This is an optimization exercise on Yosys and OpenROAD, whose aim is small area, not a production implementation. No run shown here included a check of the RTL's function; only the layout flow was run. Power figures rest on the tool's default switching activity, not on a simulated workload.

## flow/run.sh

```bash
#!/bin/bash
set -euo pipefail
cd "$(dirname "$0")/.."
export BUFFER_PORTS_ARGS="-buffer_cell sky130_fd_sc_hd__buf_1"
export CTS_ARGS="-sink_clustering_enable -repair_clock_nets -buf_list sky130_fd_sc_hd__clkbuf_4 -dont_use_dummy_load"
bash standard.sh > standard.log 2>&1
```

## standard.sh

```bash
#!/bin/bash
# synth_recipe.tcl (not shown) runs the flow's synth.tcl, then flattens the netlist and writes it again
# the make line also repeats each setting of config.mk as NAME=value (left out here)
make -C /OpenROAD-flow-scripts/flow DESIGN_CONFIG=/design/flow/config.mk WORK_HOME=/design/flow/orfs CLKGATE_MAP_FILE= SYNTH_SCRIPT=/design/flow/synth_recipe.tcl "${@:-finish}"
```

## config.mk

```make
export PLATFORM = sky130hd
export DESIGN_NAME = matrix_alu
export DESIGN_NICKNAME = matrix_alu
export VERILOG_FILES = /design/flow/design.v
export SDC_FILE = /design/flow/constraint.sdc
export NUM_CORES = 4
export LEC_CHECK = 0
export CAP_MARGIN = 20
export CORE_MARGIN = 2
export CORE_UTILIZATION = 40
export SLEW_MARGIN = 20
export SYNTH_HIERARCHICAL = 1
```

## constraint.sdc

```tcl
create_clock -name core_clock -period 8.0 [get_ports {clk}]
set_input_delay 1.6000 -clock core_clock [delete_from_list [all_inputs] [get_ports {clk}]]
set_output_delay 1.6000 -clock core_clock [all_outputs]
set_load 0.01 [all_outputs]
```

## design.v

```verilog
package matrix_pkg;
    localparam int ELEM_W = 4;                    
    localparam int RES_W  = 9;                    
    typedef logic signed [ELEM_W-1:0] elem_t;     
    typedef logic signed [RES_W-1:0]  res_t;      
    typedef struct packed {
        elem_t m11;                               
        elem_t m12;                               
        elem_t m21;                               
        elem_t m22;                               
    } mat_in_t;
    typedef struct packed {
        res_t m11;
        res_t m12;
        res_t m21;
        res_t m22;
    } mat_out_t;
    typedef enum logic [2:0] {
        OP_ADD       = 3'd0,                      
        OP_SUB       = 3'd1,                      
        OP_SCALE     = 3'd2,                      
        OP_MUL       = 3'd3,                      
        OP_TRANSPOSE = 3'd4,                      
        OP_ADJ       = 3'd5,                      
        OP_DET       = 3'd6                       
    } op_t;
    typedef struct packed {
        mat_out_t sum;                            
        mat_out_t diff;                           
        mat_out_t scaled;                         
    } ew_results_t;
    function automatic res_t widen(input elem_t e);
        res_t w;
        w = e;                                    
        widen = w;
    endfunction
    function automatic mat_out_t widen_mat(input mat_in_t m);
        mat_out_t w;
        w.m11 = widen(m.m11);
        w.m12 = widen(m.m12);
        w.m21 = widen(m.m21);
        w.m22 = widen(m.m22);
        widen_mat = w;
    endfunction
endpackage
`timescale 1ns/1ps
module csa_fa (
    input  logic a,
    input  logic b,
    input  logic c,
    output logic s,
    output logic co
);
    assign s  = a ^ b ^ c;
    assign co = (a & b) | (a & c) | (b & c);
endmodule
module csa_ha (
    input  logic a,
    input  logic b,
    output logic s,
    output logic co
);
    assign s  = a ^ b;
    assign co = a & b;
endmodule
module pp_nor (
    input  logic an,
    input  logic bn,
    output logic y
);
    assign y = ~(an | bn);
endmodule
module out_and (
    input  logic a,
    input  logic b,
    output logic y
);
    assign y = a & b;
endmodule
module sel4 (
    input  logic [3:0] s,
    input  logic [3:0] d,
    output logic       y
);
    assign y = |(s & d);
endmodule
module sel3_n (
    input  logic [2:0] s,
    input  logic [2:0] d,
    output logic       y
);
    assign y = ~|(s & d);
endmodule
`timescale 1ns/1ps
module matrix_alu (
    input  logic        clk,
    input  logic        reset,
    input  logic        start,
    input  logic [2:0]  op,
    input  logic [15:0] a,
    input  logic [15:0] b,
    input  logic [3:0]  scalar,
    output logic [35:0] result,
    output logic [8:0]  det,
    output logic        singular,
    output logic        done
);
    logic [2:0]  opr;       
    logic [15:0] ar;        
    logic [15:0] brx;       
    always_ff @(posedge clk) begin
        if (reset) done <= 1'b0;
        else       done <= start;
    end
    logic sel_b, sel_s, sel_t, sel_d, sel_o;
    assign sel_s = (op == 3'd2);
    assign sel_t = (op == 3'd4);
    assign sel_d = (op == 3'd5);
    assign sel_b = ~(sel_s | sel_t | sel_d);        
    assign sel_o = ~(sel_t | sel_d);                
    logic [15:0] b_in_x;
    for (genvar k = 0; k < 4; k++) begin : g_bin
        sel4 u_11 (.s({sel_b, sel_s, sel_t, sel_d}),
                   .d({b[12 + k], scalar[k], a[12 + k], a[k]}), .y(b_in_x[12 + k]));
        sel3_n u_12 (.s({sel_o, sel_t, sel_d}),
                     .d({b[8 + k], a[4 + k], a[8 + k]}), .y(b_in_x[8 + k]));
        sel3_n u_21 (.s({sel_o, sel_t, sel_d}),
                     .d({b[4 + k], a[8 + k], a[4 + k]}), .y(b_in_x[4 + k]));
        sel4 u_22 (.s({sel_b, sel_s, sel_t, sel_d}),
                   .d({b[k], scalar[k], a[k], a[12 + k]}), .y(b_in_x[k]));
    end
    always_ff @(posedge clk) begin
        if (reset) begin
            opr       <= 3'd7;
            ar[15:8]  <= 8'd0;
        end else if (start) begin
            opr       <= (op == 3'd7) ? 3'd6 : op;
            ar[15:8]  <= a[15:8];
        end
    end
    always_ff @(posedge clk) begin
        if (start) begin
            ar[7:0] <= a[7:0];
            brx     <= b_in_x;
        end
    end
    logic [3:0] a11, a12, a21, a22, b11, b12, b21, b22;
    assign {a11, a12, a21, a22} = ar;
    assign {b11, b12, b21, b22} = {brx[15:12], ~brx[11:4], brx[3:0]};
    logic f01, f23, f3, en, cin_d, cin_o, kill;
    assign f01   = (opr[2:1] == 2'b00);
    assign f23   = (opr[2:1] == 2'b01);
    assign f3    = (opr == 3'd3);
    assign en    = ~opr[1];
    assign cin_d = (opr == 3'd1);
    assign cin_o = (opr[1:0] == 2'b01);
    logic [3:0] y11, y12, y21, y22;
    assign y11 = ({4{f23}} & b11) | {3'b000, f01};
    assign y22 = ({4{f23}} & b22) | {3'b000, f01};
    assign y12 = {4{f3}} & b12;
    assign y21 = {4{f3}} & b21;
    logic [3:0] v11, v12, v21, v22;
    assign v11 = {4{en}} & (b11 ^ {4{cin_d}});
    assign v12 = {4{en}} & (b12 ^ {4{cin_o}});
    assign v21 = {4{en}} & (b21 ^ {4{cin_o}});
    assign v22 = {4{en}} & (b22 ^ {4{cin_d}});
    logic [8:0] p11, p12, p21, p22;
    logic [7:0] dv;
    wire [3:0] a11_n = ~a11;
    wire [3:0] a12_n = ~a12;
    wire [3:0] a21_n = ~a21;
    wire [3:0] a22_n = ~a22;
    wire [3:0] y11_n = ~y11;
    wire [3:0] y12_n = ~y12;
    wire [3:0] y21_n = ~y21;
    wire [3:0] y22_n = ~y22;
    wire pp_a110_y110;
    pp_nor u_pp_a110_y110 (.an(a11_n[0]), .bn(y11_n[0]), .y(pp_a110_y110));
    wire pp_a110_y111;
    pp_nor u_pp_a110_y111 (.an(a11_n[0]), .bn(y11_n[1]), .y(pp_a110_y111));
    wire pp_a110_y112;
    pp_nor u_pp_a110_y112 (.an(a11_n[0]), .bn(y11_n[2]), .y(pp_a110_y112));
    wire pp_a111_y110;
    pp_nor u_pp_a111_y110 (.an(a11_n[1]), .bn(y11_n[0]), .y(pp_a111_y110));
    wire pp_a111_y111;
    pp_nor u_pp_a111_y111 (.an(a11_n[1]), .bn(y11_n[1]), .y(pp_a111_y111));
    wire pp_a111_y112;
    pp_nor u_pp_a111_y112 (.an(a11_n[1]), .bn(y11_n[2]), .y(pp_a111_y112));
    wire pp_a112_y110;
    pp_nor u_pp_a112_y110 (.an(a11_n[2]), .bn(y11_n[0]), .y(pp_a112_y110));
    wire pp_a112_y111;
    pp_nor u_pp_a112_y111 (.an(a11_n[2]), .bn(y11_n[1]), .y(pp_a112_y111));
    wire pp_a112_y112;
    pp_nor u_pp_a112_y112 (.an(a11_n[2]), .bn(y11_n[2]), .y(pp_a112_y112));
    wire pp_a113_y113;
    pp_nor u_pp_a113_y113 (.an(a11_n[3]), .bn(y11_n[3]), .y(pp_a113_y113));
    wire pp_a120_y211;
    pp_nor u_pp_a120_y211 (.an(a12_n[0]), .bn(y21_n[1]), .y(pp_a120_y211));
    wire pp_a120_y212;
    pp_nor u_pp_a120_y212 (.an(a12_n[0]), .bn(y21_n[2]), .y(pp_a120_y212));
    wire pp_a121_y211;
    pp_nor u_pp_a121_y211 (.an(a12_n[1]), .bn(y21_n[1]), .y(pp_a121_y211));
    wire pp_a121_y212;
    pp_nor u_pp_a121_y212 (.an(a12_n[1]), .bn(y21_n[2]), .y(pp_a121_y212));
    wire pp_a122_y211;
    pp_nor u_pp_a122_y211 (.an(a12_n[2]), .bn(y21_n[1]), .y(pp_a122_y211));
    wire pp_a122_y212;
    pp_nor u_pp_a122_y212 (.an(a12_n[2]), .bn(y21_n[2]), .y(pp_a122_y212));
    wire pp_a123_y213;
    pp_nor u_pp_a123_y213 (.an(a12_n[3]), .bn(y21_n[3]), .y(pp_a123_y213));
    wire p11_0, p11_1;
    csa_fa u_p11_0 (.a(pp_a110_y110), .b(((a12[0] & y21[0]) | v11[0])), .c(cin_d), .s(p11_0), .co(p11_1));
    wire p11_2, p11_3;
    csa_fa u_p11_2 (.a(pp_a110_y111), .b(pp_a111_y110), .c(pp_a120_y211), .s(p11_2), .co(p11_3));
    wire p11_4, p11_5;
    csa_fa u_p11_4 (.a(((a12[1] & y21[0]) | v11[1])), .b(p11_1), .c(p11_2), .s(p11_4), .co(p11_5));
    wire p11_6, p11_7;
    csa_fa u_p11_6 (.a(pp_a110_y112), .b(pp_a111_y111), .c(pp_a112_y110), .s(p11_6), .co(p11_7));
    wire p11_8, p11_9;
    csa_fa u_p11_8 (.a(pp_a120_y212), .b(pp_a121_y211), .c(((a12[2] & y21[0]) | v11[2])), .s(p11_8), .co(p11_9));
    wire p11_10, p11_11;
    csa_fa u_p11_10 (.a(p11_3), .b(p11_6), .c(p11_8), .s(p11_10), .co(p11_11));
    wire p11_12, p11_13;
    csa_ha u_p11_12 (.a(p11_5), .b(p11_10), .s(p11_12), .co(p11_13));
    wire p11_14, p11_15;
    csa_fa u_p11_14 (.a(~(a11[0] & y11[3])), .b(pp_a111_y112), .c(pp_a112_y111), .s(p11_14), .co(p11_15));
    wire p11_16, p11_17;
    csa_fa u_p11_16 (.a(~(a11[3] & y11[0])), .b(~(a12[0] & y21[3])), .c(pp_a121_y212), .s(p11_16), .co(p11_17));
    wire p11_18, p11_19;
    csa_fa u_p11_18 (.a(pp_a122_y211), .b(~((a12[3] & y21[0]) | v11[3])), .c(p11_7), .s(p11_18), .co(p11_19));
    wire p11_20, p11_21;
    csa_fa u_p11_20 (.a(p11_9), .b(p11_14), .c(p11_16), .s(p11_20), .co(p11_21));
    wire p11_22, p11_23;
    csa_fa u_p11_22 (.a(p11_11), .b(p11_18), .c(p11_20), .s(p11_22), .co(p11_23));
    wire p11_24, p11_25;
    csa_ha u_p11_24 (.a(p11_13), .b(p11_22), .s(p11_24), .co(p11_25));
    wire p11_26, p11_27;
    csa_fa u_p11_26 (.a(~(a11[1] & y11[3])), .b(pp_a112_y112), .c(~(a11[3] & y11[1])), .s(p11_26), .co(p11_27));
    wire p11_28, p11_29;
    csa_fa u_p11_28 (.a(~(a12[1] & y21[3])), .b(pp_a122_y212), .c(~(a12[3] & y21[1])), .s(p11_28), .co(p11_29));
    wire p11_30, p11_31;
    csa_fa u_p11_30 (.a(p11_15), .b(p11_17), .c(p11_26), .s(p11_30), .co(p11_31));
    wire p11_32, p11_33;
    csa_fa u_p11_32 (.a(p11_28), .b(p11_19), .c(p11_21), .s(p11_32), .co(p11_33));
    wire p11_34, p11_35;
    csa_fa u_p11_34 (.a(p11_30), .b(p11_32), .c(p11_23), .s(p11_34), .co(p11_35));
    wire p11_36, p11_37;
    csa_ha u_p11_36 (.a(p11_25), .b(p11_34), .s(p11_36), .co(p11_37));
    wire p11_38 = ~(~(a11[2] & y11[3]) ^ ~(a11[3] & y11[2]));
    wire p11_39 = ~(a11[2] & y11[3]) | ~(a11[3] & y11[2]);
    wire p11_40, p11_41;
    csa_fa u_p11_40 (.a(~(a12[2] & y21[3])), .b(~(a12[3] & y21[2])), .c(p11_38), .s(p11_40), .co(p11_41));
    wire p11_42, p11_43;
    csa_fa u_p11_42 (.a(p11_27), .b(p11_29), .c(p11_40), .s(p11_42), .co(p11_43));
    wire p11_44, p11_45;
    csa_fa u_p11_44 (.a(p11_31), .b(p11_42), .c(p11_33), .s(p11_44), .co(p11_45));
    wire p11_46, p11_47;
    csa_fa u_p11_46 (.a(p11_44), .b(p11_35), .c(p11_37), .s(p11_46), .co(p11_47));
    wire p11_48, p11_49;
    csa_fa u_p11_48 (.a(pp_a113_y113), .b(pp_a123_y213), .c(p11_39), .s(p11_48), .co(p11_49));
    wire p11_50, p11_51;
    csa_fa u_p11_50 (.a(p11_41), .b(p11_48), .c(p11_43), .s(p11_50), .co(p11_51));
    wire p11_52, p11_53;
    csa_fa u_p11_52 (.a(p11_50), .b(p11_45), .c(p11_47), .s(p11_52), .co(p11_53));
    wire p11_54, p11_55;
    csa_fa u_p11_54 (.a(p11_49), .b(p11_51), .c(p11_53), .s(p11_54), .co(p11_55));
    wire p11_56 = ~p11_55;
    wire pp_a110_y121;
    pp_nor u_pp_a110_y121 (.an(a11_n[0]), .bn(y12_n[1]), .y(pp_a110_y121));
    wire pp_a110_y122;
    pp_nor u_pp_a110_y122 (.an(a11_n[0]), .bn(y12_n[2]), .y(pp_a110_y122));
    wire pp_a111_y121;
    pp_nor u_pp_a111_y121 (.an(a11_n[1]), .bn(y12_n[1]), .y(pp_a111_y121));
    wire pp_a111_y122;
    pp_nor u_pp_a111_y122 (.an(a11_n[1]), .bn(y12_n[2]), .y(pp_a111_y122));
    wire pp_a112_y121;
    pp_nor u_pp_a112_y121 (.an(a11_n[2]), .bn(y12_n[1]), .y(pp_a112_y121));
    wire pp_a112_y122;
    pp_nor u_pp_a112_y122 (.an(a11_n[2]), .bn(y12_n[2]), .y(pp_a112_y122));
    wire pp_a113_y123;
    pp_nor u_pp_a113_y123 (.an(a11_n[3]), .bn(y12_n[3]), .y(pp_a113_y123));
    wire pp_a120_y220;
    pp_nor u_pp_a120_y220 (.an(a12_n[0]), .bn(y22_n[0]), .y(pp_a120_y220));
    wire pp_a120_y221;
    pp_nor u_pp_a120_y221 (.an(a12_n[0]), .bn(y22_n[1]), .y(pp_a120_y221));
    wire pp_a120_y222;
    pp_nor u_pp_a120_y222 (.an(a12_n[0]), .bn(y22_n[2]), .y(pp_a120_y222));
    wire pp_a121_y220;
    pp_nor u_pp_a121_y220 (.an(a12_n[1]), .bn(y22_n[0]), .y(pp_a121_y220));
    wire pp_a121_y221;
    pp_nor u_pp_a121_y221 (.an(a12_n[1]), .bn(y22_n[1]), .y(pp_a121_y221));
    wire pp_a121_y222;
    pp_nor u_pp_a121_y222 (.an(a12_n[1]), .bn(y22_n[2]), .y(pp_a121_y222));
    wire pp_a122_y220;
    pp_nor u_pp_a122_y220 (.an(a12_n[2]), .bn(y22_n[0]), .y(pp_a122_y220));
    wire pp_a122_y221;
    pp_nor u_pp_a122_y221 (.an(a12_n[2]), .bn(y22_n[1]), .y(pp_a122_y221));
    wire pp_a122_y222;
    pp_nor u_pp_a122_y222 (.an(a12_n[2]), .bn(y22_n[2]), .y(pp_a122_y222));
    wire pp_a123_y223;
    pp_nor u_pp_a123_y223 (.an(a12_n[3]), .bn(y22_n[3]), .y(pp_a123_y223));
    wire p12_57, p12_58;
    csa_fa u_p12_57 (.a(((a11[0] & y12[0]) | v12[0])), .b(pp_a120_y220), .c(cin_o), .s(p12_57), .co(p12_58));
    wire p12_59, p12_60;
    csa_fa u_p12_59 (.a(pp_a110_y121), .b(((a11[1] & y12[0]) | v12[1])), .c(pp_a120_y221), .s(p12_59), .co(p12_60));
    wire p12_61, p12_62;
    csa_fa u_p12_61 (.a(pp_a121_y220), .b(p12_58), .c(p12_59), .s(p12_61), .co(p12_62));
    wire p12_63, p12_64;
    csa_fa u_p12_63 (.a(pp_a110_y122), .b(pp_a111_y121), .c(((a11[2] & y12[0]) | v12[2])), .s(p12_63), .co(p12_64));
    wire p12_65, p12_66;
    csa_fa u_p12_65 (.a(pp_a120_y222), .b(pp_a121_y221), .c(pp_a122_y220), .s(p12_65), .co(p12_66));
    wire p12_67, p12_68;
    csa_fa u_p12_67 (.a(p12_60), .b(p12_63), .c(p12_65), .s(p12_67), .co(p12_68));
    wire p12_69, p12_70;
    csa_ha u_p12_69 (.a(p12_62), .b(p12_67), .s(p12_69), .co(p12_70));
    wire p12_71, p12_72;
    csa_fa u_p12_71 (.a(~(a11[0] & y12[3])), .b(pp_a111_y122), .c(pp_a112_y121), .s(p12_71), .co(p12_72));
    wire p12_73, p12_74;
    csa_fa u_p12_73 (.a(~((a11[3] & y12[0]) | v12[3])), .b(~(a12[0] & y22[3])), .c(pp_a121_y222), .s(p12_73), .co(p12_74));
    wire p12_75, p12_76;
    csa_fa u_p12_75 (.a(pp_a122_y221), .b(~(a12[3] & y22[0])), .c(p12_64), .s(p12_75), .co(p12_76));
    wire p12_77, p12_78;
    csa_fa u_p12_77 (.a(p12_66), .b(p12_71), .c(p12_73), .s(p12_77), .co(p12_78));
    wire p12_79, p12_80;
    csa_fa u_p12_79 (.a(p12_68), .b(p12_75), .c(p12_77), .s(p12_79), .co(p12_80));
    wire p12_81, p12_82;
    csa_ha u_p12_81 (.a(p12_70), .b(p12_79), .s(p12_81), .co(p12_82));
    wire p12_83, p12_84;
    csa_fa u_p12_83 (.a(~(a11[1] & y12[3])), .b(pp_a112_y122), .c(~(a11[3] & y12[1])), .s(p12_83), .co(p12_84));
    wire p12_85, p12_86;
    csa_fa u_p12_85 (.a(~(a12[1] & y22[3])), .b(pp_a122_y222), .c(~(a12[3] & y22[1])), .s(p12_85), .co(p12_86));
    wire p12_87, p12_88;
    csa_fa u_p12_87 (.a(p12_72), .b(p12_74), .c(p12_83), .s(p12_87), .co(p12_88));
    wire p12_89, p12_90;
    csa_fa u_p12_89 (.a(p12_85), .b(p12_76), .c(p12_78), .s(p12_89), .co(p12_90));
    wire p12_91, p12_92;
    csa_fa u_p12_91 (.a(p12_87), .b(p12_89), .c(p12_80), .s(p12_91), .co(p12_92));
    wire p12_93, p12_94;
    csa_ha u_p12_93 (.a(p12_82), .b(p12_91), .s(p12_93), .co(p12_94));
    wire p12_95 = ~(~(a11[2] & y12[3]) ^ ~(a11[3] & y12[2]));
    wire p12_96 = ~(a11[2] & y12[3]) | ~(a11[3] & y12[2]);
    wire p12_97, p12_98;
    csa_fa u_p12_97 (.a(~(a12[2] & y22[3])), .b(~(a12[3] & y22[2])), .c(p12_95), .s(p12_97), .co(p12_98));
    wire p12_99, p12_100;
    csa_fa u_p12_99 (.a(p12_84), .b(p12_86), .c(p12_97), .s(p12_99), .co(p12_100));
    wire p12_101, p12_102;
    csa_fa u_p12_101 (.a(p12_88), .b(p12_99), .c(p12_90), .s(p12_101), .co(p12_102));
    wire p12_103, p12_104;
    csa_fa u_p12_103 (.a(p12_101), .b(p12_92), .c(p12_94), .s(p12_103), .co(p12_104));
    wire p12_105, p12_106;
    csa_fa u_p12_105 (.a(pp_a113_y123), .b(pp_a123_y223), .c(p12_96), .s(p12_105), .co(p12_106));
    wire p12_107, p12_108;
    csa_fa u_p12_107 (.a(p12_98), .b(p12_105), .c(p12_100), .s(p12_107), .co(p12_108));
    wire p12_109, p12_110;
    csa_fa u_p12_109 (.a(p12_107), .b(p12_102), .c(p12_104), .s(p12_109), .co(p12_110));
    wire p12_111, p12_112;
    csa_fa u_p12_111 (.a(p12_106), .b(p12_108), .c(p12_110), .s(p12_111), .co(p12_112));
    wire p12_113 = ~p12_112;
    wire pp_a210_y110;
    pp_nor u_pp_a210_y110 (.an(a21_n[0]), .bn(y11_n[0]), .y(pp_a210_y110));
    wire pp_a210_y111;
    pp_nor u_pp_a210_y111 (.an(a21_n[0]), .bn(y11_n[1]), .y(pp_a210_y111));
    wire pp_a210_y112;
    pp_nor u_pp_a210_y112 (.an(a21_n[0]), .bn(y11_n[2]), .y(pp_a210_y112));
    wire pp_a211_y110;
    pp_nor u_pp_a211_y110 (.an(a21_n[1]), .bn(y11_n[0]), .y(pp_a211_y110));
    wire pp_a211_y111;
    pp_nor u_pp_a211_y111 (.an(a21_n[1]), .bn(y11_n[1]), .y(pp_a211_y111));
    wire pp_a211_y112;
    pp_nor u_pp_a211_y112 (.an(a21_n[1]), .bn(y11_n[2]), .y(pp_a211_y112));
    wire pp_a212_y110;
    pp_nor u_pp_a212_y110 (.an(a21_n[2]), .bn(y11_n[0]), .y(pp_a212_y110));
    wire pp_a212_y111;
    pp_nor u_pp_a212_y111 (.an(a21_n[2]), .bn(y11_n[1]), .y(pp_a212_y111));
    wire pp_a212_y112;
    pp_nor u_pp_a212_y112 (.an(a21_n[2]), .bn(y11_n[2]), .y(pp_a212_y112));
    wire pp_a213_y113;
    pp_nor u_pp_a213_y113 (.an(a21_n[3]), .bn(y11_n[3]), .y(pp_a213_y113));
    wire pp_a220_y211;
    pp_nor u_pp_a220_y211 (.an(a22_n[0]), .bn(y21_n[1]), .y(pp_a220_y211));
    wire pp_a220_y212;
    pp_nor u_pp_a220_y212 (.an(a22_n[0]), .bn(y21_n[2]), .y(pp_a220_y212));
    wire pp_a221_y211;
    pp_nor u_pp_a221_y211 (.an(a22_n[1]), .bn(y21_n[1]), .y(pp_a221_y211));
    wire pp_a221_y212;
    pp_nor u_pp_a221_y212 (.an(a22_n[1]), .bn(y21_n[2]), .y(pp_a221_y212));
    wire pp_a222_y211;
    pp_nor u_pp_a222_y211 (.an(a22_n[2]), .bn(y21_n[1]), .y(pp_a222_y211));
    wire pp_a222_y212;
    pp_nor u_pp_a222_y212 (.an(a22_n[2]), .bn(y21_n[2]), .y(pp_a222_y212));
    wire pp_a223_y213;
    pp_nor u_pp_a223_y213 (.an(a22_n[3]), .bn(y21_n[3]), .y(pp_a223_y213));
    wire p21_114, p21_115;
    csa_fa u_p21_114 (.a(pp_a210_y110), .b(((a22[0] & y21[0]) | v21[0])), .c(cin_o), .s(p21_114), .co(p21_115));
    wire p21_116, p21_117;
    csa_fa u_p21_116 (.a(pp_a210_y111), .b(pp_a211_y110), .c(pp_a220_y211), .s(p21_116), .co(p21_117));
    wire p21_118, p21_119;
    csa_fa u_p21_118 (.a(((a22[1] & y21[0]) | v21[1])), .b(p21_115), .c(p21_116), .s(p21_118), .co(p21_119));
    wire p21_120, p21_121;
    csa_fa u_p21_120 (.a(pp_a210_y112), .b(pp_a211_y111), .c(pp_a212_y110), .s(p21_120), .co(p21_121));
    wire p21_122, p21_123;
    csa_fa u_p21_122 (.a(pp_a220_y212), .b(pp_a221_y211), .c(((a22[2] & y21[0]) | v21[2])), .s(p21_122), .co(p21_123));
    wire p21_124, p21_125;
    csa_fa u_p21_124 (.a(p21_117), .b(p21_120), .c(p21_122), .s(p21_124), .co(p21_125));
    wire p21_126, p21_127;
    csa_ha u_p21_126 (.a(p21_119), .b(p21_124), .s(p21_126), .co(p21_127));
    wire p21_128, p21_129;
    csa_fa u_p21_128 (.a(~(a21[0] & y11[3])), .b(pp_a211_y112), .c(pp_a212_y111), .s(p21_128), .co(p21_129));
    wire p21_130, p21_131;
    csa_fa u_p21_130 (.a(~(a21[3] & y11[0])), .b(~(a22[0] & y21[3])), .c(pp_a221_y212), .s(p21_130), .co(p21_131));
    wire p21_132, p21_133;
    csa_fa u_p21_132 (.a(pp_a222_y211), .b(~((a22[3] & y21[0]) | v21[3])), .c(p21_121), .s(p21_132), .co(p21_133));
    wire p21_134, p21_135;
    csa_fa u_p21_134 (.a(p21_123), .b(p21_128), .c(p21_130), .s(p21_134), .co(p21_135));
    wire p21_136, p21_137;
    csa_fa u_p21_136 (.a(p21_125), .b(p21_132), .c(p21_134), .s(p21_136), .co(p21_137));
    wire p21_138, p21_139;
    csa_ha u_p21_138 (.a(p21_127), .b(p21_136), .s(p21_138), .co(p21_139));
    wire p21_140, p21_141;
    csa_fa u_p21_140 (.a(~(a21[1] & y11[3])), .b(pp_a212_y112), .c(~(a21[3] & y11[1])), .s(p21_140), .co(p21_141));
    wire p21_142, p21_143;
    csa_fa u_p21_142 (.a(~(a22[1] & y21[3])), .b(pp_a222_y212), .c(~(a22[3] & y21[1])), .s(p21_142), .co(p21_143));
    wire p21_144, p21_145;
    csa_fa u_p21_144 (.a(p21_129), .b(p21_131), .c(p21_140), .s(p21_144), .co(p21_145));
    wire p21_146, p21_147;
    csa_fa u_p21_146 (.a(p21_142), .b(p21_133), .c(p21_135), .s(p21_146), .co(p21_147));
    wire p21_148, p21_149;
    csa_fa u_p21_148 (.a(p21_144), .b(p21_146), .c(p21_137), .s(p21_148), .co(p21_149));
    wire p21_150, p21_151;
    csa_ha u_p21_150 (.a(p21_139), .b(p21_148), .s(p21_150), .co(p21_151));
    wire p21_152 = ~(~(a21[2] & y11[3]) ^ ~(a21[3] & y11[2]));
    wire p21_153 = ~(a21[2] & y11[3]) | ~(a21[3] & y11[2]);
    wire p21_154, p21_155;
    csa_fa u_p21_154 (.a(~(a22[2] & y21[3])), .b(~(a22[3] & y21[2])), .c(p21_152), .s(p21_154), .co(p21_155));
    wire p21_156, p21_157;
    csa_fa u_p21_156 (.a(p21_141), .b(p21_143), .c(p21_154), .s(p21_156), .co(p21_157));
    wire p21_158, p21_159;
    csa_fa u_p21_158 (.a(p21_145), .b(p21_156), .c(p21_147), .s(p21_158), .co(p21_159));
    wire p21_160, p21_161;
    csa_fa u_p21_160 (.a(p21_158), .b(p21_149), .c(p21_151), .s(p21_160), .co(p21_161));
    wire p21_162, p21_163;
    csa_fa u_p21_162 (.a(pp_a213_y113), .b(pp_a223_y213), .c(p21_153), .s(p21_162), .co(p21_163));
    wire p21_164, p21_165;
    csa_fa u_p21_164 (.a(p21_155), .b(p21_162), .c(p21_157), .s(p21_164), .co(p21_165));
    wire p21_166, p21_167;
    csa_fa u_p21_166 (.a(p21_164), .b(p21_159), .c(p21_161), .s(p21_166), .co(p21_167));
    wire p21_168, p21_169;
    csa_fa u_p21_168 (.a(p21_163), .b(p21_165), .c(p21_167), .s(p21_168), .co(p21_169));
    wire p21_170 = ~p21_169;
    wire pp_a210_y121;
    pp_nor u_pp_a210_y121 (.an(a21_n[0]), .bn(y12_n[1]), .y(pp_a210_y121));
    wire pp_a210_y122;
    pp_nor u_pp_a210_y122 (.an(a21_n[0]), .bn(y12_n[2]), .y(pp_a210_y122));
    wire pp_a211_y121;
    pp_nor u_pp_a211_y121 (.an(a21_n[1]), .bn(y12_n[1]), .y(pp_a211_y121));
    wire pp_a211_y122;
    pp_nor u_pp_a211_y122 (.an(a21_n[1]), .bn(y12_n[2]), .y(pp_a211_y122));
    wire pp_a212_y121;
    pp_nor u_pp_a212_y121 (.an(a21_n[2]), .bn(y12_n[1]), .y(pp_a212_y121));
    wire pp_a212_y122;
    pp_nor u_pp_a212_y122 (.an(a21_n[2]), .bn(y12_n[2]), .y(pp_a212_y122));
    wire pp_a213_y123;
    pp_nor u_pp_a213_y123 (.an(a21_n[3]), .bn(y12_n[3]), .y(pp_a213_y123));
    wire pp_a220_y220;
    pp_nor u_pp_a220_y220 (.an(a22_n[0]), .bn(y22_n[0]), .y(pp_a220_y220));
    wire pp_a220_y221;
    pp_nor u_pp_a220_y221 (.an(a22_n[0]), .bn(y22_n[1]), .y(pp_a220_y221));
    wire pp_a220_y222;
    pp_nor u_pp_a220_y222 (.an(a22_n[0]), .bn(y22_n[2]), .y(pp_a220_y222));
    wire pp_a221_y220;
    pp_nor u_pp_a221_y220 (.an(a22_n[1]), .bn(y22_n[0]), .y(pp_a221_y220));
    wire pp_a221_y221;
    pp_nor u_pp_a221_y221 (.an(a22_n[1]), .bn(y22_n[1]), .y(pp_a221_y221));
    wire pp_a221_y222;
    pp_nor u_pp_a221_y222 (.an(a22_n[1]), .bn(y22_n[2]), .y(pp_a221_y222));
    wire pp_a222_y220;
    pp_nor u_pp_a222_y220 (.an(a22_n[2]), .bn(y22_n[0]), .y(pp_a222_y220));
    wire pp_a222_y221;
    pp_nor u_pp_a222_y221 (.an(a22_n[2]), .bn(y22_n[1]), .y(pp_a222_y221));
    wire pp_a222_y222;
    pp_nor u_pp_a222_y222 (.an(a22_n[2]), .bn(y22_n[2]), .y(pp_a222_y222));
    wire pp_a223_y223;
    pp_nor u_pp_a223_y223 (.an(a22_n[3]), .bn(y22_n[3]), .y(pp_a223_y223));
    wire p22_171, p22_172;
    csa_fa u_p22_171 (.a(((a21[0] & y12[0]) | v22[0])), .b(pp_a220_y220), .c(cin_d), .s(p22_171), .co(p22_172));
    wire p22_173, p22_174;
    csa_fa u_p22_173 (.a(pp_a210_y121), .b(((a21[1] & y12[0]) | v22[1])), .c(pp_a220_y221), .s(p22_173), .co(p22_174));
    wire p22_175, p22_176;
    csa_fa u_p22_175 (.a(pp_a221_y220), .b(p22_172), .c(p22_173), .s(p22_175), .co(p22_176));
    wire p22_177, p22_178;
    csa_fa u_p22_177 (.a(pp_a210_y122), .b(pp_a211_y121), .c(((a21[2] & y12[0]) | v22[2])), .s(p22_177), .co(p22_178));
    wire p22_179, p22_180;
    csa_fa u_p22_179 (.a(pp_a220_y222), .b(pp_a221_y221), .c(pp_a222_y220), .s(p22_179), .co(p22_180));
    wire p22_181, p22_182;
    csa_fa u_p22_181 (.a(p22_174), .b(p22_177), .c(p22_179), .s(p22_181), .co(p22_182));
    wire p22_183, p22_184;
    csa_ha u_p22_183 (.a(p22_176), .b(p22_181), .s(p22_183), .co(p22_184));
    wire p22_185, p22_186;
    csa_fa u_p22_185 (.a(~(a21[0] & y12[3])), .b(pp_a211_y122), .c(pp_a212_y121), .s(p22_185), .co(p22_186));
    wire p22_187, p22_188;
    csa_fa u_p22_187 (.a(~((a21[3] & y12[0]) | v22[3])), .b(~(a22[0] & y22[3])), .c(pp_a221_y222), .s(p22_187), .co(p22_188));
    wire p22_189, p22_190;
    csa_fa u_p22_189 (.a(pp_a222_y221), .b(~(a22[3] & y22[0])), .c(p22_178), .s(p22_189), .co(p22_190));
    wire p22_191, p22_192;
    csa_fa u_p22_191 (.a(p22_180), .b(p22_185), .c(p22_187), .s(p22_191), .co(p22_192));
    wire p22_193, p22_194;
    csa_fa u_p22_193 (.a(p22_182), .b(p22_189), .c(p22_191), .s(p22_193), .co(p22_194));
    wire p22_195, p22_196;
    csa_ha u_p22_195 (.a(p22_184), .b(p22_193), .s(p22_195), .co(p22_196));
    wire p22_197, p22_198;
    csa_fa u_p22_197 (.a(~(a21[1] & y12[3])), .b(pp_a212_y122), .c(~(a21[3] & y12[1])), .s(p22_197), .co(p22_198));
    wire p22_199, p22_200;
    csa_fa u_p22_199 (.a(~(a22[1] & y22[3])), .b(pp_a222_y222), .c(~(a22[3] & y22[1])), .s(p22_199), .co(p22_200));
    wire p22_201, p22_202;
    csa_fa u_p22_201 (.a(p22_186), .b(p22_188), .c(p22_197), .s(p22_201), .co(p22_202));
    wire p22_203, p22_204;
    csa_fa u_p22_203 (.a(p22_199), .b(p22_190), .c(p22_192), .s(p22_203), .co(p22_204));
    wire p22_205, p22_206;
    csa_fa u_p22_205 (.a(p22_201), .b(p22_203), .c(p22_194), .s(p22_205), .co(p22_206));
    wire p22_207, p22_208;
    csa_ha u_p22_207 (.a(p22_196), .b(p22_205), .s(p22_207), .co(p22_208));
    wire p22_209 = ~(~(a21[2] & y12[3]) ^ ~(a21[3] & y12[2]));
    wire p22_210 = ~(a21[2] & y12[3]) | ~(a21[3] & y12[2]);
    wire p22_211, p22_212;
    csa_fa u_p22_211 (.a(~(a22[2] & y22[3])), .b(~(a22[3] & y22[2])), .c(p22_209), .s(p22_211), .co(p22_212));
    wire p22_213, p22_214;
    csa_fa u_p22_213 (.a(p22_198), .b(p22_200), .c(p22_211), .s(p22_213), .co(p22_214));
    wire p22_215, p22_216;
    csa_fa u_p22_215 (.a(p22_202), .b(p22_213), .c(p22_204), .s(p22_215), .co(p22_216));
    wire p22_217, p22_218;
    csa_fa u_p22_217 (.a(p22_215), .b(p22_206), .c(p22_208), .s(p22_217), .co(p22_218));
    wire p22_219, p22_220;
    csa_fa u_p22_219 (.a(pp_a213_y123), .b(pp_a223_y223), .c(p22_210), .s(p22_219), .co(p22_220));
    wire p22_221, p22_222;
    csa_fa u_p22_221 (.a(p22_212), .b(p22_219), .c(p22_214), .s(p22_221), .co(p22_222));
    wire p22_223, p22_224;
    csa_fa u_p22_223 (.a(p22_221), .b(p22_216), .c(p22_218), .s(p22_223), .co(p22_224));
    wire p22_225, p22_226;
    csa_fa u_p22_225 (.a(p22_220), .b(p22_222), .c(p22_224), .s(p22_225), .co(p22_226));
    wire p22_227 = ~p22_226;
    wire pp_a110_a220;
    pp_nor u_pp_a110_a220 (.an(a11_n[0]), .bn(a22_n[0]), .y(pp_a110_a220));
    wire pp_a110_a221;
    pp_nor u_pp_a110_a221 (.an(a11_n[0]), .bn(a22_n[1]), .y(pp_a110_a221));
    wire pp_a110_a222;
    pp_nor u_pp_a110_a222 (.an(a11_n[0]), .bn(a22_n[2]), .y(pp_a110_a222));
    wire pp_a111_a220;
    pp_nor u_pp_a111_a220 (.an(a11_n[1]), .bn(a22_n[0]), .y(pp_a111_a220));
    wire pp_a111_a221;
    pp_nor u_pp_a111_a221 (.an(a11_n[1]), .bn(a22_n[1]), .y(pp_a111_a221));
    wire pp_a111_a222;
    pp_nor u_pp_a111_a222 (.an(a11_n[1]), .bn(a22_n[2]), .y(pp_a111_a222));
    wire pp_a112_a220;
    pp_nor u_pp_a112_a220 (.an(a11_n[2]), .bn(a22_n[0]), .y(pp_a112_a220));
    wire pp_a112_a221;
    pp_nor u_pp_a112_a221 (.an(a11_n[2]), .bn(a22_n[1]), .y(pp_a112_a221));
    wire pp_a112_a222;
    pp_nor u_pp_a112_a222 (.an(a11_n[2]), .bn(a22_n[2]), .y(pp_a112_a222));
    wire pp_a113_a223;
    pp_nor u_pp_a113_a223 (.an(a11_n[3]), .bn(a22_n[3]), .y(pp_a113_a223));
    wire pp_a120_a213;
    pp_nor u_pp_a120_a213 (.an(a12_n[0]), .bn(a21_n[3]), .y(pp_a120_a213));
    wire pp_a121_a213;
    pp_nor u_pp_a121_a213 (.an(a12_n[1]), .bn(a21_n[3]), .y(pp_a121_a213));
    wire pp_a122_a213;
    pp_nor u_pp_a122_a213 (.an(a12_n[2]), .bn(a21_n[3]), .y(pp_a122_a213));
    wire pp_a123_a210;
    pp_nor u_pp_a123_a210 (.an(a12_n[3]), .bn(a21_n[0]), .y(pp_a123_a210));
    wire pp_a123_a211;
    pp_nor u_pp_a123_a211 (.an(a12_n[3]), .bn(a21_n[1]), .y(pp_a123_a211));
    wire pp_a123_a212;
    pp_nor u_pp_a123_a212 (.an(a12_n[3]), .bn(a21_n[2]), .y(pp_a123_a212));
    wire d_228 = ~(pp_a110_a220 ^ ~(a12[0] & a21[0]));
    wire d_229 = pp_a110_a220 | ~(a12[0] & a21[0]);
    wire d_230 = ~(pp_a110_a221 ^ pp_a111_a220);
    wire d_231 = pp_a110_a221 | pp_a111_a220;
    wire d_232, d_233;
    csa_fa u_d_232 (.a(~(a12[0] & a21[1])), .b(~(a12[1] & a21[0])), .c(d_229), .s(d_232), .co(d_233));
    wire d_234, d_235;
    csa_ha u_d_234 (.a(d_230), .b(d_232), .s(d_234), .co(d_235));
    wire d_236 = ~(pp_a110_a222 ^ pp_a111_a221);
    wire d_237 = pp_a110_a222 | pp_a111_a221;
    wire d_238, d_239;
    csa_fa u_d_238 (.a(pp_a112_a220), .b(~(a12[0] & a21[2])), .c(~(a12[1] & a21[1])), .s(d_238), .co(d_239));
    wire d_240, d_241;
    csa_fa u_d_240 (.a(~(a12[2] & a21[0])), .b(d_231), .c(d_236), .s(d_240), .co(d_241));
    wire d_242, d_243;
    csa_fa u_d_242 (.a(d_238), .b(d_233), .c(d_240), .s(d_242), .co(d_243));
    wire d_244, d_245;
    csa_ha u_d_244 (.a(d_235), .b(d_242), .s(d_244), .co(d_245));
    wire d_246 = ~(~(a11[0] & a22[3]) ^ pp_a111_a222);
    wire d_247 = ~(a11[0] & a22[3]) | pp_a111_a222;
    wire d_248, d_249;
    csa_fa u_d_248 (.a(pp_a112_a221), .b(~(a11[3] & a22[0])), .c(pp_a120_a213), .s(d_248), .co(d_249));
    wire d_250, d_251;
    csa_fa u_d_250 (.a(~(a12[1] & a21[2])), .b(~(a12[2] & a21[1])), .c(pp_a123_a210), .s(d_250), .co(d_251));
    wire d_252, d_253;
    csa_fa u_d_252 (.a(d_237), .b(d_246), .c(d_239), .s(d_252), .co(d_253));
    wire d_254, d_255;
    csa_fa u_d_254 (.a(d_248), .b(d_250), .c(d_241), .s(d_254), .co(d_255));
    wire d_256, d_257;
    csa_fa u_d_256 (.a(d_252), .b(d_254), .c(d_243), .s(d_256), .co(d_257));
    wire d_258, d_259;
    csa_ha u_d_258 (.a(d_245), .b(d_256), .s(d_258), .co(d_259));
    wire d_260 = ~(~(a11[1] & a22[3]) ^ pp_a112_a222);
    wire d_261 = ~(a11[1] & a22[3]) | pp_a112_a222;
    wire d_262, d_263;
    csa_fa u_d_262 (.a(~(a11[3] & a22[1])), .b(pp_a121_a213), .c(~(a12[2] & a21[2])), .s(d_262), .co(d_263));
    wire d_264, d_265;
    csa_fa u_d_264 (.a(pp_a123_a211), .b(d_247), .c(d_260), .s(d_264), .co(d_265));
    wire d_266, d_267;
    csa_fa u_d_266 (.a(d_249), .b(d_251), .c(d_262), .s(d_266), .co(d_267));
    wire d_268, d_269;
    csa_fa u_d_268 (.a(d_264), .b(d_253), .c(d_266), .s(d_268), .co(d_269));
    wire d_270, d_271;
    csa_fa u_d_270 (.a(d_255), .b(d_268), .c(d_257), .s(d_270), .co(d_271));
    wire d_272, d_273;
    csa_ha u_d_272 (.a(d_259), .b(d_270), .s(d_272), .co(d_273));
    wire d_274, d_275;
    csa_fa u_d_274 (.a(~(a11[2] & a22[3])), .b(~(a11[3] & a22[2])), .c(pp_a122_a213), .s(d_274), .co(d_275));
    wire d_276, d_277;
    csa_fa u_d_276 (.a(pp_a123_a212), .b(d_261), .c(d_263), .s(d_276), .co(d_277));
    wire d_278, d_279;
    csa_fa u_d_278 (.a(d_274), .b(d_265), .c(d_267), .s(d_278), .co(d_279));
    wire d_280, d_281;
    csa_fa u_d_280 (.a(d_276), .b(d_278), .c(d_269), .s(d_280), .co(d_281));
    wire d_282, d_283;
    csa_fa u_d_282 (.a(d_280), .b(d_271), .c(d_273), .s(d_282), .co(d_283));
    wire d_284, d_285;
    csa_fa u_d_284 (.a(pp_a113_a223), .b(~(a12[3] & a21[3])), .c(d_275), .s(d_284), .co(d_285));
    wire d_286, d_287;
    csa_fa u_d_286 (.a(d_277), .b(d_284), .c(d_279), .s(d_286), .co(d_287));
    wire d_288, d_289;
    csa_fa u_d_288 (.a(d_286), .b(d_281), .c(d_283), .s(d_288), .co(d_289));
    wire d_290 = d_285 ^ d_287;
    wire d_291 = d_290 ^ d_289;
    assign p11 = {p11_56, p11_54, p11_52, p11_46, p11_36, p11_24, p11_12, p11_4, p11_0};
    assign p12 = {p12_113, p12_111, p12_109, p12_103, p12_93, p12_81, p12_69, p12_61, p12_57};
    assign p21 = {p21_170, p21_168, p21_166, p21_160, p21_150, p21_138, p21_126, p21_118, p21_114};
    assign p22 = {p22_227, p22_225, p22_223, p22_217, p22_207, p22_195, p22_183, p22_175, p22_171};
    assign dv = {d_291, d_288, d_282, d_272, d_258, d_244, d_234, d_228};
    logic zero_det;
    assign zero_det = (dv == 8'd0);
    assign kill     = (opr == 3'd5) & zero_det;
    logic        keep;
    logic [35:0] p_all;
    assign keep  = ~kill;
    assign p_all = {p11, p12, p21, p22};
    for (genvar i = 0; i < 36; i++) begin : g_res
        out_and u_and (.a(p_all[i]), .b(keep), .y(result[i]));
    end
    assign det      = {dv[7], dv};
    assign singular = zero_det & (opr != 3'd7);
endmodule
```

==> results.json, run 1 <==
{
  "status": "timing/DRC/antenna clean",
  "yosysWarnings": 7,
  "finalCritPeriodShare": 0.932,
  "relSlewSlack": 0.369,
  "cap_violations": 0,
  "avgSynthCellArea_um2": 9.72,
  "drc": 0,
  "synth-seq-area-share": 0.169,
  "cts_hold_buf": 0,
  "ioPinCount": 89,
  "dr_wl_met2_um": 6830,
  "firstDrtPassIters": 5,
  "synth_top_area_frac": 0.416,
  "numClockSinks": 36,
  "clk_pin_slew_worst_paths_ns": 0.09,
  "yosysUniqueCellTypes": 35,
  "worstMarginPinSlew_ns": 0.942,
  "grt_pass1_vias": 4434,
  "cp-start-kind": "register",
  "hp-start": "ar[13]",
  "ant_nets": 0,
  "yosys.area.top_type": "fa_1",
  "ir_drop_v": 0.000101,
  "yosys-top-cells-area": "fa_1 42%, edfxtp_1 13%, nor2_1 7.5%",
  "start_util": 0.409,
  "hold_depth": 2,
  "clk_latency_ns": 0.34,
  "die_y_um": 123,
  "io_buffer_count": 88,
  "hpwl_um": 12600,
  "maxSlewViolCount": 0,
  "cts_tree": "done",
  "syn_area_mm2": 0.00568,
  "via_per_inst": 5.32,
  "fmax_mhz": 134,
  "clock_skew_ns": 0,
  "nets": 841,
  "reg2reg_depth": 3,
  "num_vias": 4440,
  "worstPathRequired_ns": 6.40,
  "htree_levels": 2,
  "finalSetupViolations": 0,
  "hold_path.class": "register to register",
  "grt_usage": 0.204,
  "whs_endpoint": "ar[13]",
  "wl_per_cell_um": 17.6,
  "reg2reg_to": "opr[1]",
  "m1WireLength_um": 6630,
  "cts_root_buf": "clkbuf_4",
  "end_kind": "primary output",
  "fin_area_mm2": 0.00615,
  "numCtsBuffers": 5,
  "rsz0062_at_grt": "false",
  "layout-drive-gt1-share": 0.0275,
  "first_iter_violations": 324,
  "cts_buffer_depth": 2,
  "grt_first_pass_wirelength_um": 23500,
  "post_cts.repair.setup_buffers": 0,
  "holdWs_ns": 0.575,
  "syn-num-nets": 769,
  "top_layer": "met4",
  "antenna_found_initial": 0,
  "wirelength_um": 14700,
  "overflow": 0,
  "leakage_nw": 2.39,
  "setup_tns_ns": 0,
  "chipWidth_um": 123,
  "synthCells": 584,
  "layout_commonest_cell": "fa_1",
  "timing.rr.start": "opr[1]",
  "rows": 43,
  "utilization": 0.443,
  "critPathArrivalTime_ns": 5.86,
  "cts_resized": 0,
  "fp.dieArea_mm2": 0.0152,
  "placedInstanceArea_mm2": 0.00612,
  "grt_max_degree": 40,
  "coreArea_mm2": 0.0139,
  "fin_crit_ns": 7.46,
  "mostFrequentLayoutCells": "118 x fa_1, 113 x nor2_1, 87 x buf_1, 68 x nand2_1, 57 x inv_1",
  "gp_congestion": 0.957,
  "layout-area-overhead-vs-synth_pct": 8.37,
  "antennaDiodeCount": 0,
  "path_class": "register to primary output",
  "ys_seq_elements": 36,
  "p_per_area_mw_per_mm2": 152,
  "final_hold_viol_count": 0,
  "rrSetupSlack_ns": 6.76,
  "cp_max_fo": 36,
  "met3_length_um": 909
}
state kept, by name, indices dropped and copies added, names as in the netlist:
register,cells
ar,16
brx,16
opr,3
done,1
kinds of logic (layout without fill, tap and decap cells):
logic type / count (synthesis) / count (layout) / synth area share
xor gates and xnor gates: 10 / 10 / 0.0154
AOI/OAI and AO/OA: 54 / 54 / 0.0732
adders and majority gates: 143 / 143 / 0.471
DFF: 36 / 36 / 0.169
and+or+nand+nor: 249 / 249 / 0.193
buffers and inverters: 84 / 154 / 0.0639
muxes: 8 / 8 / 0.0141
synthesized netlist by cell type:
| master | count |
|---|---|
| inv_1 | 57 |
| o22a_1 | 1 |
| nor2b_1 | 6 |
| edfxtp_1 | 24 |
| and2b_1 | 1 |
| or3_1 | 1 |
| or2_2 | 2 |
| ha_1 | 25 |
| buf_2 | 5 |
| mux2i_1 | 8 |
| o22ai_1 | 13 |
| a21oi_1 | 3 |
| a31oi_1 | 2 |
| nor4_1 | 1 |
| and2_1 | 38 |
| xnor2_1 | 10 |
| a31o_2 | 5 |
| fa_1 | 118 |
| nand3b_2 | 1 |
| nand2_1 | 68 |
| nand3_1 | 11 |
| buf_4 | 11 |
| a211o_1 | 2 |
| a211oi_1 | 1 |
| a222oi_1 | 8 |
| a311oi_1 | 1 |
| nor3_1 | 2 |
| nor3b_1 | 1 |
| dfxtp_1 | 12 |
| nor2_1 | 113 |
| clkbuf_1 | 11 |
| a311o_1 | 1 |
| o32a_1 | 1 |
| nand2b_1 | 4 |
| a22oi_1 | 16 |
worst max-delay path: stages (launching register included):
cell and delay [ns]:
edfxtp_1 0.57, inv_1 0.25, nor2_1 0.15, inv_1 0.05
ha_1 0.26, inv_1 0.05, fa_1 0.37, fa_1 0.47
fa_1 0.42, fa_1 0.44, ha_1 0.20, fa_1 0.38
fa_1 0.46, nor4_1 0.20, nand3_1 0.12, or3_1 0.72
and2_1 0.29, buf_1 0.12
worst max path at each step:
stage                     depth (start not counted)    endpoint  start
final                                            17   result[9]  ar[1]
after global routing                             17  result[32]  ar[1]
after detailed placement                         17   result[9]  ar[1]
after global placement                           17   result[2]  ar[1]
after floorplan                                  16   result[0]  ar[2]
after CTS                                        17   result[9]  ar[1]
per-layer routing:
metal	vias to the layer above	GRT usage
li1	2016	-
met2	201	0.328
met4	0	0.0547
met5	-	0
met3	25	0.0157
met1	2198	0.299
through the flow:
stage	instances	worst slack, ns	total power, mW
floorplan	584	1.66	0.737
global placement	829	0.902	0.857
detailed placement	829	0.793	0.872
CTS	834	0.414	0.952
global route	834	0.142	1.04
finish	834	0.540	0.934
where the power goes:
| part | internal [mW] | switching [mW] | leakage (nW) |
|---|---|---|---|
| clock network | 0.0293 | 0.0494 | 0.0230 |
| logic | 0.261 | 0.347 | 2.04 |
| registers | 0.217 | 0.0294 | 0.334 |
cell type report:
class | instances | area (um^2)
Sequential cell | 36 | 961
Fill cell | 1421 | 7730
Inverter | 57 | 214
Tap cell | 180 | 225
Clock buffer | 5 | 37.5
Timing Repair Buffer | 92 | 362
Multi-Input combinational cell | 464 | 4350
per-module statistics from Yosys, one instance, submodules excluded:
module      area, um^2  flip-flops and latches  cells
csa_ha            12.5                       0      1
out_and           6.26                       0      1
pp_nor            3.75                       0      1
csa_fa            20.0                       0      1
sel3_n            10.0                       0      1
sel4              18.8                       0      3
matrix_alu        2340                      36    298
==> run 2: changes to the inputs <==
--- a/config.mk
+++ b/config.mk
@@ -10,2 +10,3 @@
 export CORE_UTILIZATION = 40
+export GPL_TIMING_DRIVEN = 0
 export SLEW_MARGIN = 20
==> results.json, run 2 <==
{
  "layout-area-overhead-vs-synth_pct": 10.5,
  "status": "timing/DRC/antenna clean",
  "cts_root_buf": "clkbuf_4",
  "grt_usage": 0.204,
  "syn_area_mm2": 0.00568,
  "whs_endpoint": "ar[14]",
  "io_buffer_count": 88,
  "cts_hold_buf": 0,
  "die_y_um": 123,
  "cts_buffer_depth": 2,
  "ys.flop_type": "edfxtp_1",
  "chipWidth_um": 123,
  "clk_latency_ns": 0.33,
  "fp.dieArea_mm2": 0.0152,
  "fin_ws_ns": 0.503,
  "worstMarginPinSlew_ns": 0.961,
  "layout-drive-gt1-share": 0.0458,
  "p_per_area_mw_per_mm2": 160,
  "fin_area_mm2": 0.00627,
  "nFillCells": 1426,
  "worstPathRequired_ns": 6.40,
  "dp.cells": 852,
  "multiInputGateArea_mm2": 0.00436,
  "leakage_nw": 2.46,
  "cts_tree": "done",
  "first_iter_violations": 488,
  "via_per_inst": 5.24,
  "mostFrequentLayoutCells": "118 x fa_1, 113 x nor2_1, 87 x buf_1, 68 x nand2_1, 57 x inv_1",
  "rsz0062_at_grt": "false",
  "yosys-top-cells-area": "fa_1 42%, edfxtp_1 13%, nor2_1 7.5%",
  "synth-seq-area-share": 0.169,
  "start_util": 0.409,
  "wirelength_um": 14700,
  "numCtsBuffers": 5,
  "critPathArrivalTime_ns": 5.90,
  "reg2reg_to": "opr[0]",
  "reg2reg_depth": 3,
  "fmax_mhz": 133,
  "ir_drop_v": 0.000127,
  "wl_per_cell_um": 17.1,
  "grt_pass1_vias": 4527,
  "gp_congestion": 0.984,
  "final_hold_viol_count": 0,
  "coreArea_mm2": 0.0139,
  "post_cts.repair.setup_buffers": 0,
  "ioPinCount": 89,
  "overflow": 0,
  "cp-start-kind": "register",
  "relSlewSlack": 0.358,
  "cap_violations": 0,
  "rrSetupSlack_ns": 6.81,
  "finalSetupViolations": 0,
  "placedInstanceArea_mm2": 0.00623,
  "ant_nets": 0,
  "path_class": "register to primary output",
  "end_kind": "primary output",
  "drc": 0,
  "async_flop_share": 0,
  "htree_levels": 2,
  "syn-num-nets": 769,
  "cp_max_fo": 36,
  "design_power_total_mw": 1.01,
  "finalCritPeriodShare": 0.937,
  "antenna_found_initial": 0,
  "post-place-ws_ns": 0.632,
  "synthCells": 584,
  "layout_commonest_cell": "fa_1",
  "yosysMostFrequentCell": "fa_1",
  "num_vias": 4491,
  "timing.rr.start": "opr[0]",
  "layout.cells.non_filler": 857,
  "ys_seq_elements": 36,
  "nets": 864,
  "antennaDiodeCount": 0,
  "yosysWarnings": 7,
  "hp-start": "ar[14]",
  "yosysUniqueCellTypes": 35,
  "synth_top_area_frac": 0.416,
  "rows": 43,
  "avgSynthCellArea_um2": 9.72,
  "numClockSinks": 36,
  "firstDrtPassIters": 5,
  "hold_path.class": "register to register",
  "clock_skew_ns": 0,
  "hpwl_um": 12600,
  "setup_tns_ns": 0,
  "ff_latch_area_um2": 961,
  "grt_first_pass_wirelength_um": 23500,
  "maxSlewViolCount": 0,
  "fin_crit_ns": 7.50,
  "grt_max_degree": 37,
  "clk_pin_slew_worst_paths_ns": 0.09,
  "synth_edf_count": 24,
  "hold_depth": 2,
  "yosys.area.top_type": "fa_1",
  "synth_common_cells": "118 x fa_1, 113 x nor2_1, 68 x nand2_1",
  "top_regs": "ar: 16 flops, brx: 16 flops, opr: 3 flops"
}
[run 2: final cells by class]
cell class                 count  area share
inverter                      57      0.0341
timing repair buffer          88      0.0529
sequential                    36       0.153
multi-input combinational    464       0.694
buffer                        27      0.0237
clock buffer                   5     0.00598
tap                          180      0.0359
[run 2: worst max-delay path by stage]
stage,start,endpoint,cells past startpoint
floorplan,ar[2],result[0],16
global placement,ar[9],result[13],15
detailed placement,ar[9],result[17],15
CTS,ar[9],result[17],15
global route,ar[9],result[17],15
finish,ar[9],result[17],15
[run 2: per-layer routing]
layer | global-route usage | vias up | wire length, um | part of all wire
li1 | - | 2063 | - | -
met3 | 0.0217 | 18 | 1220 | 0.083
met5 | 0 | - | 0 | 0
met4 | 0.0511 | 0 | 220 | 0.015
met1 | 0.285 | 2198 | 6130 | 0.42
met2 | 0.341 | 212 | 7110 | 0.48
[run 2: cells by family after synthesis]
group,synth area share
DFF,0.169
xor gates and xnor gates,0.0154
and+or+nand+nor,0.193
AOI/OAI and AO/OA,0.0732
adders and majority gates,0.471
muxes,0.0141
buffers and inverters,0.0639
[run 2: critical path: stages, from the launching register on]
cell and delay, ns:
dfxtp_1 0.31, clkbuf_1 0.42, inv_1 0.29, nor2_1 0.20, fa_1 0.45, fa_1 0.51, fa_1 0.44, fa_1 0.47
ha_1 0.21, fa_1 0.38, fa_1 0.41, xnor2_1 0.15, xnor2_1 0.20, or3_2 0.75, and2_1 0.24, buf_1 0.13
[run 2: where the power goes]
| part | leakage, nW | switching, mW | internal [mW] |
|---|---|---|---|
| clock | 0.0230 | 0.0482 | 0.0293 |
| sequential | 0.334 | 0.0222 | 0.217 |
| combinational | 2.10 | 0.369 | 0.321 |
[run 2: Yosys stat by module (local to each module, per instance)]
module / copies in the design / cells inside
matrix_alu: 1 / 298
sel4: 8 / 3
csa_fa: 118 / 1
out_and: 36 / 1
csa_ha: 16 / 1
sel3_n: 8 / 1
pp_nor: 84 / 1
[run 2: metrics by stage]
step / hold WS (ns) / utilization
2_1_floorplan: 0.506 / -
3_3_place_gp: 0.577 / 0.449
3_5_place_dp: 0.580 / 0.449
4_1_cts: 0.598 / 0.452
5_1_grt: 0.630 / 0.452
6_report: 0.597 / 0.452
[run 2: what timing repair did]
action,in CTS,in global routing
endpoints found under the hold margin,0,0
endpoints found under the setup margin,0,36
resized for setup,0,1
==> run 3: changes to the inputs <==
--- a/config.mk
+++ b/config.mk
@@ -7,7 +7,6 @@
 export LEC_CHECK = 0
-export CAP_MARGIN = 20
+export CAP_MARGIN = 0
 export CORE_MARGIN = 2
 export CORE_UTILIZATION = 40
-export GPL_TIMING_DRIVEN = 0
-export SLEW_MARGIN = 20
+export SLEW_MARGIN = 0
 export SYNTH_HIERARCHICAL = 1
==> results.json, run 3 <==
{
  "p_per_area_mw_per_mm2": 152,
  "holdWs_ns": 0.575,
  "design_power_total_uw": 934,
  "cts_buffer_depth": 2,
  "drc": 0,
  "fin_ws_ns": 0.540,
  "synth_edf_count": 24,
  "timing.critical_path.mode_cell": "fa_1",
  "worstMarginPinSlew_ns": 0.942,
  "setup_tns_ns": 0,
  "clk_pin_slew_worst_paths_ns": 0.09,
  "finalSetupViolations": 0,
  "syn_area_mm2": 0.00568,
  "rrSetupSlack_ns": 6.76,
  "cts_tree": "done",
  "hold_path.class": "register to register",
  "start_util": 0.409,
  "ioPinCount": 89,
  "ys.flop_type": "edfxtp_1",
  "wirelength_um": 14700,
  "cpMaxStageDelayCell": "or3_1",
  "num_vias": 4440,
  "htree_levels": 2,
  "fmax_mhz": 134,
  "path_class": "register to primary output",
  "overflow": 0,
  "dp.cells": 829,
  "coreArea_mm2": 0.0139,
  "layout.cells.non_filler": 834,
  "crit_chain": "inv_1 -> nor2_1 -> inv_1 -> ha_1 -> inv_1 -> fa_1 -> fa_1 -> fa_1 -> fa_1 -> ha_1 -> fa_1 -> fa_1 -> nor4_1 -> nand3_1 -> or3_1 -> and2_1 -> buf_1",
  "fin_crit_ns": 7.46,
  "grt_first_pass_wirelength_um": 23500,
  "chipWidth_um": 123,
  "critPathArrivalTime_ns": 5.86,
  "placedInstanceArea_mm2": 0.00612,
  "ant_nets": 0,
  "first_iter_violations": 324,
  "yosys-top-cells-area": "fa_1 42%, edfxtp_1 13%, nor2_1 7.5%",
  "yosysUniqueCellTypes": 35,
  "gp_congestion": 0.957,
  "io_buffer_count": 88,
  "cts_hold_buf": 0,
  "die_y_um": 123,
  "cap_violations": 0,
  "end_kind": "primary output",
  "fin_area_mm2": 0.00615,
  "hp-start": "ar[13]",
  "synth_top_area_frac": 0.416,
  "whs_endpoint": "ar[13]",
  "utilization": 0.443,
  "cts_root_buf": "clkbuf_4",
  "rows": 43,
  "relSlewSlack": 0.369,
  "synthCells": 584,
  "clk_latency_ns": 0.34,
  "final_hold_viol_count": 0,
  "grt_pass1_vias": 4434,
  "hold_depth": 2,
  "numClockSinks": 36,
  "slowest_delay_ns": 0.72,
  "path_delay_family": "adder cells",
  "top_regs": "ar: 16 flops, brx: 16 flops, opr: 3 flops",
  "yosys.area.top_type": "fa_1",
  "avgSynthCellArea_um2": 9.72,
  "yosysWarnings": 7,
  "finalCritPeriodShare": 0.932,
  "leakage_nw": 2.39,
  "fp.dieArea_mm2": 0.0152,
  "grt_max_degree": 40,
  "mostFrequentLayoutCells": "118 x fa_1, 113 x nor2_1, 87 x buf_1, 68 x nand2_1, 57 x inv_1",
  "worstPathRequired_ns": 6.40,
  "cp-start-kind": "register",
  "synth-seq-area-share": 0.169,
  "async_flop_share": 0,
  "layout_commonest_cell": "fa_1",
  "firstDrtPassIters": 5,
  "nets": 841,
  "synth_common_cells": "118 x fa_1, 113 x nor2_1, 68 x nand2_1",
  "reg2reg_to": "opr[1]",
  "via_per_inst": 5.32,
  "maxSlewViolCount": 0,
  "rsz0062_at_grt": "false",
  "cp_max_fo": 36,
  "timing.rr.start": "opr[1]",
  "cts_resized": 0,
  "layout-area-overhead-vs-synth_pct": 8.37,
  "ir_drop_v": 0.000101,
  "hpwl_um": 12600,
  "reg2reg_depth": 3,
  "cp.depth": 17,
  "post-place-ws_ns": 0.793,
  "numCtsBuffers": 5,
  "wl_per_cell_um": 17.6,
  "grt_usage": 0.204,
  "status": "timing/DRC/antenna clean",
  "syn-num-nets": 769,
  "yosysMostFrequentCell": "fa_1",
  "post_cts.repair.setup_buffers": 0,
  "ys_seq_elements": 36,
  "layout-drive-gt1-share": 0.0275,
  "crit_buf_inv": 4,
  "clock_skew_ns": 0,
  "antenna_found_initial": 0,
  "antennaDiodeCount": 0
}
## run 3: cell types whose count changed in the layout (fill, tap and decap cells not counted), sizes merged
cell,previous run,this run
buf,104,91
clkbuf,16,6
## run 3: area by class of cell
class / count / area (um^2)
Clock buffer: 5 / 37.5
Fill cell: 1421 / 7730
Inverter: 57 / 214
Multi-Input combinational cell: 464 / 4350
Sequential cell: 36 / 961
Tap cell: 180 / 225
Timing Repair Buffer: 92 / 362
## run 3: logic make-up (layout without fill, tap and decap cells)
family                   Yosys count  count (layout)  share of synthesized area
XOR/XNOR                          10              10                     0.0154
AND/OR/NAND/NOR                  249             249                      0.193
AO/OA/AOI/OAI                     54              54                     0.0732
flip-flops                        36              36                      0.169
adder cells (fa/ha/maj)          143             143                      0.471
buffers and inverters             84             154                     0.0639
multiplexers                       8               8                     0.0141
## run 3: how the worst max path moves through the flow
stage / start / end / slack [ns]
after floorplan: ar[2] / result[0] / 1.66
after global placement: ar[1] / result[2] / 0.90
after detailed placement: ar[1] / result[9] / 0.79
after CTS: ar[1] / result[9] / 0.41
after global routing: ar[1] / result[32] / 0.14
final: ar[1] / result[9] / 0.54
## run 3: worst min-delay path: cells and delay by family, from the launching register on
kind	cells	cell delay, ns
multiplexers	1	0.13
AND/OR/NAND/NOR	1	0.05
flip-flops	1	0.35
## run 3: report_power, final
group          switching (mW)  leakage [nW]  internal [mW]
clock                  0.0494        0.0230         0.0293
sequential             0.0294         0.334          0.217
combinational           0.347          2.04          0.261
## run 3: routing by layer
metal / track usage / wire length [um] / up-vias
met4: 0.0547 / 344 / 0
met1: 0.299 / 6630 / 2198
li1: - / - / 2016
met5: 0 / 0 / -
met3: 0.0157 / 909 / 25
met2: 0.328 / 6830 / 201
## run 3: modules after synthesis, one instance, submodules excluded
module | cells | copies in the design
csa_fa | 1 | 118
csa_ha | 1 | 16
matrix_alu | 298 | 1
out_and | 1 | 36
pp_nor | 1 | 84
sel3_n | 1 | 8
sel4 | 3 | 8

[what the ideal ports hide]
The flow's constraints put no driver on any port. The routed layouts listed below were extracted and timed again, unchanged, in two steps.
Step 1 sets driving cells, clkbuf_16 on the clock port and buf_2 on the other inputs (assumed; they add their load-dependent delay and slew).
Step 2 moves the port delays by t, midway between the first and last clock arrival at a register: inputs arrive t later, outputs are due t later. That takes back most of the time a late clock gives input paths.
a / b / c = no drivers / after step 1 / after step 2; a / b = the first two.
| run | t, ns | setup slack, ns | latest minus earliest clock arrival (ns) | slew at the worst register clock pin (ns) | cell pins on the clock port's net |
|---|---|---|---|---|---|
| run 1 | 0.344 | 0.540 / 0.520 / 0.864 | 0.033 / 0.034 | 0.11 / 0.11 | 1 |
| run 2 | 0.331 | 0.503 / 0.483 / 0.814 | 0.029 / 0.029 | 0.11 / 0.11 | 1 |
| run 3 | 0.344 | 0.540 / 0.520 / 0.864 | 0.033 / 0.034 | 0.11 / 0.11 | 1 |
After both steps every run listed still meets setup and hold.
